Background: an optimization exercise with open tools, aiming at small area. Do not read the settings as production practice. Function was checked by simulation only, so behaviour that the tests miss may differ from the original. No activity file was given, so power comes from the tool's default toggle rates.

==> flow/design.v (excerpt) <==
module script_lexer (
  input  logic        clk,
  input  logic        rst_n,
  input  logic        in_valid,
  output logic        in_stall,
  input  logic [8:0]  in_data,    
  output logic        out_valid,
  input  logic        out_stall,
  output logic [54:0] out_data    
);
  logic       eoi, qt, dig, hex, idch, idst, at, dot, xx, ee, pm, amp, bar, eq;
  logic       kw_r, kw_u, kw_e, kw_a, kw_l, kw_s;
  logic [5:0] sfm;
  sl_front u_front (
    .in_data(in_data), .eoi(eoi), .qt(qt), .dig(dig), .hex(hex), .idch(idch), .idst(idst),
    .at(at), .dot(dot), .xx(xx), .ee(ee), .pm(pm), .amp(amp), .bar(bar), .eq(eq),
    .kw_r(kw_r), .kw_u(kw_u), .kw_e(kw_e), .kw_a(kw_a), .kw_l(kw_l), .kw_s(kw_s), .sfm(sfm)
  );
  sl_back u_back (
    .clk(clk), .rst_n(rst_n), .in_valid(in_valid), .in_stall(in_stall),
    .eoi(eoi), .qt(qt), .dig(dig), .hex(hex), .idch(idch), .idst(idst), .at(at), .dot(dot),
    .xx(xx), .ee(ee), .pm(pm), .amp(amp), .bar(bar), .eq(eq),
  ...
Size: about 370 cells after synthesis, ~46 flip-flops, about 70 I/O pins.
==> flow/config.mk <==
export PLATFORM = sky130hd
export DESIGN_NAME = script_lexer
export DESIGN_NICKNAME = script_lexer
export VERILOG_FILES = /design/flow/design.v
export SDC_FILE = /design/flow/constraint.sdc
export NUM_CORES = 4
export LEC_CHECK = 0
export ABC_AREA = 1
export CAP_MARGIN = 20
export CORE_MARGIN = 2
export CORE_UTILIZATION = 40
export CTS_BUF_LIST = sky130_fd_sc_hd__clkbuf_8
export GPL_TIMING_DRIVEN = 0
export PLACE_DENSITY = 0.6
export SLEW_MARGIN = 20
==> flow/constraint.sdc <==
create_clock -name core_clock -period 8.0 [get_ports {clk}]
set_input_delay 1.6000 -clock core_clock [delete_from_list [all_inputs] [get_ports {clk}]]
set_output_delay 1.6000 -clock core_clock [all_outputs]
set_load 0.01 [all_outputs]
standard.sh (not shown) runs the stock make flow with config.mk's settings and CLKGATE_MAP_FILE= SYNTH_SCRIPT=/design/flow/synth_recipe.tcl, a recipe that flattens the netlist after the stock synthesis.
==> flow/flow/run.sh <==
#!/bin/bash
# The standard layout (standard.sh), with two changes to how it is made:
#  - synthesis maps the logic with the area-oriented ABC script in flow/abc_area.script
#    (a copy of ORFS's scripts folder is used, with only that file replaced);
#  - port buffering uses the smallest buffer, sky130_fd_sc_hd__buf_1.
# Every tool's output goes to the ORFS logs under orfs/logs, and the make output to standard.log.
set -euo pipefail
rm -rf scripts
cp -r "$FLOW_HOME/scripts" scripts
cp flow/abc_area.script scripts/abc_area.script
export SCRIPTS_DIR="$PWD/scripts"
export BUFFER_PORTS_ARGS="-buffer_cell sky130_fd_sc_hd__buf_1"
export SYNTH_INSBUF=0
bash standard.sh > standard.log 2>&1
==> flow/flow/abc_area.script <==
&get -n
&st
&deepsyn -J 200 -T 240
&dch -f
&nf -p -R 1000 -F 16 -A 8 -C 32
&put
topo
stime -c
Then changed:
--- a/flow/flow/run.sh
+++ b/flow/flow/run.sh
@@ -1,5 +1,7 @@
 #!/bin/bash
-# The standard layout (standard.sh), with two changes to how it is made:
+# The standard layout (standard.sh), with these changes to how it is made:
 #  - synthesis maps the logic with the area-oriented ABC script in flow/abc_area.script
 #    (a copy of ORFS's scripts folder is used, with only that file replaced);
+#  - synthesis does not put buffers on output ports that share a net with a register
+#    (SYNTH_INSBUF=0); the layout still gives every port its own buffer;
 #  - port buffering uses the smallest buffer, sky130_fd_sc_hd__buf_1.
The new run passed the timing, DRC and antenna checks.
Global-route usage stays the same.
Via count stays the same.
Synthesized area does not change.
Critical path depth stays the same.
Die area does not change.
Then changed:
Settings changed: CORE_UTILIZATION 40 to 65, GPL_ROUTABILITY_DRIVEN set to 0, PLACE_DENSITY 0.6 to 0.75.
Effect:
- worst hold slack is about the same
- wire length came out lower by a few percent
- setup slack loses 0.18 ns
- power climbs slightly
- via count came out higher by a few percent
- utilization goes up by 29 points
Then changed:
Settings changed: GPL_ROUTABILITY_DRIVEN 0 to not set.
Result:
- cell area stays flat
- clock power came out higher by about 7%
- combinational power barely changes
- power came out higher by 0.75%
- register-to-register slack gets worse by 0.13 ns
- utilization came out lower by 0.21 points
- flip-flop and latch count is unchanged
- global-route usage came out higher by 1.2 points
- die area does not change
- count of clock-buffer cells in the layout stays the same

-- port drivers added, routing unchanged --
No port has a modelled driver above. Below, the same layouts with a new extraction and two added sets of constraints.
Step 1: set_driving_cell puts a clkbuf_16 on clk and a buf_2 on each other input, an assumption about the parent block.
Step 2, shift: input delay + t, output delay - t, t = (earliest + latest rising clock arrival at the registers) / 2. This alone moves slack from input paths to output paths.
a / b / c = ideal ports / drivers / drivers and shift; a / b = the first two.
run | shift t [ns] | setup slack, ns | hold slack, ns
the first run | 0.323 | 0.468 / 0.475 / 0.152 | 0.369 / 0.369 / 0.369
the second run | 0.323 | 0.468 / 0.475 / 0.152 | 0.369 / 0.369 / 0.369
the third run | 0.326 | 0.286 / 0.280 / -0.046 | 0.367 / 0.367 / 0.367
the fourth run | 0.335 | 0.287 / 0.301 / -0.034 | 0.367 / 0.367 / 0.367
With both steps, setup timing fails in the third run and the fourth run, where it was met with ideal ports. The setup slack of the third run, which loses most, moves by -0.006 ns with the drivers and by -0.332 ns with both steps.
